Context: an optimization exercise on an open-source flow, tuned for small area, a short achievable clock period and few clock cycles per item. The choices shown serve that exercise and are no tape-out recipe.
For this run, only the layout was checked, not whether the RTL still works.
Power is estimated from default activity; no workload was simulated.

[flow/run.sh]
#!/bin/bash
# synth_recipe.tcl (not shown) runs the flow's synth.tcl, then flattens the netlist and writes it again
# the make line also repeats each setting of config.mk as NAME=value (left out here)
make -C /OpenROAD-flow-scripts/flow DESIGN_CONFIG=/design/flow/config.mk WORK_HOME=/design/flow/orfs CLKGATE_MAP_FILE= SYNTH_SCRIPT=/design/flow/synth_recipe.tcl finish
[flow/config.mk]
export PLATFORM = sky130hd
export DESIGN_NAME = sparse_top
export DESIGN_NICKNAME = sparse_top
export VERILOG_FILES = /design/flow/design.v
export SDC_FILE = /design/flow/constraint.sdc
export NUM_CORES = 4
export LEC_CHECK = 0
export CAP_MARGIN = 20
export CORE_MARGIN = 2
export CORE_UTILIZATION = 40
export SLEW_MARGIN = 20
[flow/constraint.sdc]
create_clock -name core_clock -period 7.0 [get_ports {clk}]
set_input_delay 1.4000 -clock core_clock [delete_from_list [all_inputs] [get_ports {clk}]]
set_output_delay 1.4000 -clock core_clock [all_outputs]
set_load 0.01 [all_outputs]
[flow/design.v]
`timescale 1ns/1ns
package sparse_cfg_pkg;
  localparam int LANES_DEF = 4;
  localparam int DATA_W_DEF = 8;
  localparam int ACC_W_DEF = 24;
  localparam int SHIFT_DEF = 4;
endpackage
`timescale 1ns/1ns
package ctrl_pkg;
  typedef enum logic [1:0] {
    IDLE  = 2'd0,
    ACCUM = 2'd1,
    DRAIN = 2'd2,
    HOLD  = 2'd3
  } ctrl_state_e;
  typedef enum logic [1:0] {
    MAC_HOLD  = 2'd0,
    MAC_START = 2'd1,
    MAC_ACC   = 2'd2,
    MAC_LAST  = 2'd3
  } mac_op_e;
endpackage
`timescale 1ns/1ns
module sparse_decoder #(
  parameter int LANES  = 4,
  parameter int DATA_W = 8
) (
  input  logic [LANES*DATA_W-1:0] act_packed,
  input  logic [LANES-1:0]        act_mask,
  output logic [LANES*DATA_W-1:0] lanes_d
);
  always_comb begin
    int idx;
    idx = 0;
    for (int i = 0; i < LANES; i++) begin
      lanes_d[i*DATA_W +: DATA_W] = '0;
      if (act_mask[i]) begin
        lanes_d[i*DATA_W +: DATA_W] = act_packed[idx*DATA_W +: DATA_W];
        idx = idx + 1;
      end
    end
  end
endmodule
`timescale 1ns/1ns
module mac_lanes #(
  parameter int LANES  = 4,
  parameter int DATA_W = 8,
  parameter int ACC_W  = 24
) (
  input  logic                    clk,
  input  logic [LANES*DATA_W-1:0] lanes_d,
  input  logic                    accept,
  input  logic                    s0_first,
  input  logic                    weight_load,
  input  logic [LANES*DATA_W-1:0] weight_word,
  input  logic                    s1_en,
  input  logic                    acc_en,
  output logic [LANES*ACC_W-1:0]  acc_lanes
);
  localparam int P_W = 2*DATA_W;
  logic [LANES*DATA_W-1:0] weight_q;
  logic [LANES*DATA_W-1:0] act_q;
  logic                    first0, first1;
  logic signed [P_W-1:0]   prod   [LANES];
  logic signed [P_W-1:0]   prod_q [LANES];
  logic signed [ACC_W-1:0] acc_q  [LANES];
  always_comb begin
    for (int i = 0; i < LANES; i++) begin
      prod[i] = $signed({1'b0, act_q[i*DATA_W +: DATA_W]})
                * $signed(weight_q[i*DATA_W +: DATA_W]);
      acc_lanes[i*ACC_W +: ACC_W] = acc_q[i];
    end
  end
  always_ff @(posedge clk) begin
    if (weight_load) begin
      weight_q <= weight_word;
    end
    if (accept) begin
      act_q  <= lanes_d;
      first0 <= s0_first;
    end
    if (s1_en) begin
      first1 <= first0;
      for (int i = 0; i < LANES; i++) begin
        prod_q[i] <= prod[i];
      end
    end
    if (acc_en) begin
      for (int i = 0; i < LANES; i++) begin
        acc_q[i] <= (first1 ? '0 : acc_q[i]) + ACC_W'(prod_q[i]);
      end
    end
  end
endmodule
`timescale 1ns/1ns
module result_encoder #(
  parameter int LANES     = 4,
  parameter int DATA_W    = 8,
  parameter int ACC_W     = 24,
  parameter int OUT_SHIFT = 4
) (
  input  logic                    clk,
  input  logic [LANES*ACC_W-1:0]  acc_lanes,
  input  logic                    out_load,
  output logic [LANES*DATA_W-1:0] out_packed,
  output logic [LANES-1:0]        out_mask
);
  localparam logic signed [ACC_W-1:0] Q_MAX = ACC_W'((1 << DATA_W) - 1);
  logic [LANES*DATA_W-1:0] packed_d;
  logic [LANES-1:0]        mask_d;
  always_comb begin
    logic signed [ACC_W-1:0] shifted;
    logic [DATA_W-1:0]       q;
    int                      idx;
    idx      = 0;
    packed_d = '0;
    for (int i = 0; i < LANES; i++) begin
      shifted = $signed(acc_lanes[i*ACC_W +: ACC_W]) >>> OUT_SHIFT;
      if (shifted < 0) begin
        q = '0;
      end else if (shifted > Q_MAX) begin
        q = '1;
      end else begin
        q = shifted[DATA_W-1:0];
      end
      mask_d[i] = |q;
      if (|q) begin
        packed_d[idx*DATA_W +: DATA_W] = q;
        idx = idx + 1;
      end
    end
  end
  always_ff @(posedge clk) begin
    if (out_load) begin
      out_packed <= packed_d;
      out_mask   <= mask_d;
    end
  end
endmodule
`timescale 1ns/1ns
module flow_controller (
  input  logic clk,
  input  logic rst_n,
  input  logic weights_valid,
  output logic weights_ready,
  input  logic act_valid,
  input  logic act_last,
  output logic act_ready,
  output logic out_valid,
  input  logic out_ready,
  output logic accept,       
  output logic weight_load,
  output logic s0_first,     
  output logic s1_en,        
  output logic acc_en,       
  output logic out_load      
);
  logic in_group;
  logic v0, last0;
  logic v1, last1;
  logic pend;
  logic stall;
  logic v0_n, v1_n, pend_n, out_valid_n, in_group_n, act_ready_n;
  assign accept      = act_valid && act_ready;
  assign weight_load = weights_valid && weights_ready;
  assign s0_first    = !in_group;
  assign stall    = pend && out_valid && !out_ready;
  assign s1_en    = !stall;
  assign acc_en   = v1 && !stall;
  assign out_load = pend && !stall;
  always_comb begin
    in_group_n  = accept ? !act_last : in_group;
    v0_n        = accept || (v0 && stall);
    v1_n        = stall ? v1 : v0;
    pend_n      = stall ? pend : (v1 && last1);
    out_valid_n = out_load || (out_valid && !out_ready);
    act_ready_n = !(v0_n && pend_n && out_valid_n);
  end
  always_ff @(posedge clk or negedge rst_n) begin
    if (!rst_n) begin
      in_group      <= 1'b0;
      v0            <= 1'b0;
      v1            <= 1'b0;
      pend          <= 1'b0;
      out_valid     <= 1'b0;
      act_ready     <= 1'b0;
      weights_ready <= 1'b0;
    end else begin
      in_group      <= in_group_n;
      v0            <= v0_n;
      v1            <= v1_n;
      pend          <= pend_n;
      out_valid     <= out_valid_n;
      act_ready     <= act_ready_n;
      weights_ready <= act_ready_n && !in_group_n;
    end
  end
  always_ff @(posedge clk) begin
    if (accept) begin
      last0 <= act_last;
    end
    if (s1_en) begin
      last1 <= last0;
    end
  end
endmodule
`timescale 1ns/1ns
module sparse_top #(
  parameter int LANES     = sparse_cfg_pkg::LANES_DEF,
  parameter int DATA_W    = sparse_cfg_pkg::DATA_W_DEF,
  parameter int ACC_W     = sparse_cfg_pkg::ACC_W_DEF,
  parameter int OUT_SHIFT = sparse_cfg_pkg::SHIFT_DEF
) (
  input  logic                    clk,
  input  logic                    rst_n,
  input  logic [LANES*DATA_W-1:0] weights_in,
  input  logic                    weights_valid,
  output logic                    weights_ready,
  input  logic [LANES*DATA_W-1:0] act_packed,
  input  logic [LANES-1:0]        act_mask,
  input  logic                    act_last,
  input  logic                    act_valid,
  output logic                    act_ready,
  output logic [LANES*DATA_W-1:0] out_packed,
  output logic [LANES-1:0]        out_mask,
  output logic                    out_valid,
  input  logic                    out_ready
);
  logic [LANES*DATA_W-1:0] lanes_d;
  logic [LANES*ACC_W-1:0]  acc_lanes;
  logic accept, weight_load, s0_first, s1_en, acc_en, out_load;
  flow_controller controller (
    .clk(clk), .rst_n(rst_n),
    .weights_valid(weights_valid), .weights_ready(weights_ready),
    .act_valid(act_valid), .act_last(act_last), .act_ready(act_ready),
    .out_valid(out_valid), .out_ready(out_ready),
    .accept(accept), .weight_load(weight_load), .s0_first(s0_first),
    .s1_en(s1_en), .acc_en(acc_en), .out_load(out_load)
  );
  sparse_decoder #(.LANES(LANES), .DATA_W(DATA_W)) decoder (
    .act_packed(act_packed), .act_mask(act_mask), .lanes_d(lanes_d)
  );
  mac_lanes #(.LANES(LANES), .DATA_W(DATA_W), .ACC_W(ACC_W)) mac (
    .clk(clk),
    .lanes_d(lanes_d), .accept(accept), .s0_first(s0_first),
    .weight_load(weight_load), .weight_word(weights_in),
    .s1_en(s1_en), .acc_en(acc_en), .acc_lanes(acc_lanes)
  );
  result_encoder #(
    .LANES(LANES), .DATA_W(DATA_W), .ACC_W(ACC_W), .OUT_SHIFT(OUT_SHIFT)
  ) encoder (
    .clk(clk),
    .acc_lanes(acc_lanes), .out_load(out_load),
    .out_packed(out_packed), .out_mask(out_mask)
  );
endmodule
==> notes.md <==
[sequential cells by signal, summed over array words and instances (netlist names)]
signal / cells
controller.pend: 1
mac.first0: 1
controller.v1: 1
mac.weight_q: 32
controller.v0: 1
mac.act_q: 32
encoder.out_packed: 32
mac.prod_q: 64
controller.last0: 1
controller.act_ready: 1
mac.first1: 1
controller.weights_ready: 1
controller.out_valid: 1
mac.acc_q: 96
encoder.out_mask: 4
controller.in_group: 1
controller.last1: 1
[cell families after synthesis]
| logic type | count (synthesis) | share of synthesized area, % |
|---|---|---|
| adders and majority gates | 413 | 27.23 |
| xor gates and xnor gates | 120 | 4.531 |
| buffers and inverters | 300 | 4.854 |
| AOI/OAI and AO/OA | 357 | 10.13 |
| muxes | 27 | 2.033 |
| DFF | 271 | 34.93 |
| and+or+nand+nor | 722 | 16.30 |
[routing by layer]
layer | GRT usage, % | up-vias | wire length, um | share of wire, %
met5 | 0 | - | 0 | 0
met4 | 5.093 | 0 | 1351 | 2.7
met3 | 3.105 | 78 | 2487 | 5.0
met2 | 25.42 | 346 | 20550 | 41
met1 | 25.48 | 7521 | 25520 | 51
li1 | - | 7868 | - | -
[final timing paths]
check,from,end
worst max register to register,mac.act_q[29],mac.prod_q[3][15]
worst min register to register,controller.last0,controller.last1
worst min-delay path,controller.last0,controller.last1
max in group asynchronous,rst_n,controller.weights_ready
min in group asynchronous,rst_n,controller.v1
worst max-delay path,mac.act_q[29],mac.prod_q[3][15]
[cells in the final DEF, fill, tap and decap left out, types with 9 or more instances in the layout]
master	instances
inv_1	276
edfxtp_1	264
ha_1	260
and2_1	167
nor2_1	159
fa_1	153
nand2_1	129
a21oi_1	122
clkdlybuf4s50_1	112
nor2b_1	102
xnor2_1	93
nand2b_1	51
clkbuf_16	35
a21o_1	32
o21ai_1	28
nand3_1	28
o21ai_0	27
xor2_1	26
nor3_1	23
a21boi_1	18
a22o_1	17
mux4_2	16
or2_2	14
nor4_1	13
o21a_1	12
o211ai_1	10
o21bai_1	10
mux2i_1	10
a211oi_1	9
o22ai_1	9
[layout make-up]
| cell class | instances | area, um2 | share of cell area, % |
|---|---|---|---|
| Antenna cell | 1 | 2.502 | 0.009484 |
| Clock buffer | 40 | 894.6 | 3.390 |
| Clock inverter | 19 | 211.5 | 0.8014 |
| Inverter | 278 | 1044 | 3.955 |
| Multi-Input combinational cell | 1639 | 14000 | 53.04 |
| Sequential cell | 271 | 8103 | 30.71 |
| Tap cell | 765 | 957.2 | 3.627 |
| Timing Repair Buffer | 118 | 1179 | 4.467 |
[through the flow]
stage | total power, mW | instance area, um2 | util (%)
detailed placement | 8.846 | 25260 | 43.96
finish | 10.61 | 26390 | 45.91
CTS | 10.69 | 26370 | 45.88
global placement | 8.727 | 25260 | 43.96
floorplan | 7.419 | 23200 | -
global route | 11.59 | 26380 | 45.91
[worst register-to-register path, cell delays in order, from the launching register on]
cell and delay, ns:
edfxtp_1 0.55, and2_1 0.22, ha_1 0.27, inv_1 0.05
fa_1 0.50, inv_1 0.04, ha_1 0.26, inv_1 0.05
fa_1 0.61, inv_1 0.07, ha_1 0.29, a21o_1 0.18
a21oi_1 0.21, o21ai_1 0.08, a21oi_1 0.21, nand2b_1 0.14
a21boi_1 0.08, o31a_1 0.26, o41ai_1 0.33, xnor2_1 0.13
[power breakdown]
group / switching [mW] / leakage, nW / internal [mW]
registers: 0.425 / 2.70 / 2.81
logic: 3.07 / 8.34 / 2.56
clock network: 0.690 / 0.531 / 1.06
total: 4.18 / 11.6 / 6.43
==> flow_summary.ini <==
[setup_path]
crit_type = flip-flop to flip-flop
critical-path-top-delay-family = adder cells
start_kind = flip-flop
crit_slowest_cell = fa_1
worstSetupEndpointType = flip-flop
crit_fanout = 8
path_cells = and2_1 > ha_1 > inv_1 > fa_1 > inv_1 > ha_1 > inv_1 > fa_1 > inv_1 > ha_1 > a21o_1 > a21oi_1 > o21ai_1 > a21oi_1 > nand2b_1 > a21boi_1 > o31a_1 > o41ai_1 > xnor2_1
r2r_slack_ns = 2.20
max_stage_delay_ns = 0.61
cp.depth = 19
cp.required_ns = 7.28
critPathBufInv = 4
crit_arrival_ns = 5.08
reg2reg_depth = 19
critical_path.most_common_cell = inv_1

[placement]
portBuffers = 112
routabilityCongestion = 0.8997
dp.cells = 3071
dp_slack_ns = 1.864
dp_hpwl_mm = 39.02

[run_status]
status = no timing/DRC/antenna violations

[layout]
fillerInstances = 5304
fin_cells = 3131
nNetsFinal = 2829
drive_above_1_share_pct = 4.609
syn_to_final_growth_pct = 13.74

[global_routing]
grt_max_degree = 97
grt_pass1_vias = 16140
grt_overflow_total = 0
grt_pass1_wl_mm = 83.90
grt_usage_pct = 17.16
antenna_found_initial = 0

[clock_tree]
clk_path_buf_depth = 3
h-tree-depth = 2
clk_latency_ns = 0.54
ctsResizeCount = 0
postCtsHoldBufs = 0
clk_pin_slew_worst_paths_ns = 0.06
cts_sinks = 271
cts_tree = built
postCtsSetupRepairBufs = 0
cts-root-buf = clkbuf_16
cts_made_buffers = 34

[synth]
ys.flop_type = edfxtp_1
synth.area.top_cells = edfxtp_1 34%, ha_1 14%, fa_1 13%
synth_top_area_share_pct = 34.17
yosysWarningCount = 7
ys_seq_area_share_pct = 34.93
synth-seq-cells = 271
ys_types = 73
synth_nets = 2697
synth_top_cell_by_area = edfxtp_1
syn_area_per_cell_um2 = 10.50
ys_async_sr_fraction_pct = 2.583
syn_inst = 2210
netlist_area_mm2 = 0.02320
synth_edf_count = 264
synth.most_common_cell = inv_1
synth_common_cells = 276 x inv_1, 264 x edfxtp_1, 260 x ha_1

[timing]
finalHoldViolations = 0
rsz0062_at_grt = false
setup_slack_ns = 2.197
finalClockSkew_ns = 0.02124
relSlewSlack_pct = 33.57
max_slew.worst_pin.slew_ns = 0.9944
setup_viol = 0
min_period_over_period_pct = 68.62
drv_slew = 0
post-route-min-period_ns = 4.803
finalSetupTns_ns = 0
max_freq_mhz = 208.2
hold_slack_ns = 0.4189

[floorplanning]
die_area_mm2 = 0.05994
top_level_ports = 113
rows = 88
die_w_um = 244.8
coreArea_mm2 = 0.05748
initial_core_util_pct = 40.36
die_h_um = 244.8

[routing]
drc_errors = 0
vias = 15810
vias_per_cell = 5.050
drt-initial-drc-count = 1079
drt_pass1_iterations = 5
wl_per_cell_um = 15.94
drt-total-wl_mm = 49.91
ant_nets = 0

[flow_run]
maxCapViolCount = 0

[hold_path]
hold_path_depth = 0
hold_class = flip-flop to flip-flop

[pwr]
peakVddDrop_mv = 0.1700
p_leak_nw = 11.58
power_density_mw_per_mm2 = 402.3

afterwards: timing with drivers on the ports:
The flow's constraints put no driver on any port. The routed layout listed below was extracted and timed again, unchanged, in two steps. Step 1 (the two cells are an assumption about what drives the block):
set clk [get_ports {clk}]
set_driving_cell -lib_cell sky130_fd_sc_hd__clkbuf_16 $clk
set_driving_cell -lib_cell sky130_fd_sc_hd__buf_2 [delete_from_list [all_inputs] $clk]
Step 2 moves the port delays by t, midway between the first and last clock arrival at a register: inputs arrive t later, outputs are due t later. That takes back most of the time a late clock gives input paths. Three values: ideal ports, drivers, drivers and shift; two values: the first two.
t (ns): 0.579
setup slack, ns: 2.197 / 2.197 / 2.197
hold WS [ns]: 0.419 / 0.419 / 0.419
clock arrival spread, ns: 0.022 / 0.023
After both steps this run still meets setup and hold. The setup slack of this run moves by 0.000 ns with the drivers and by 0.000 ns with both steps.
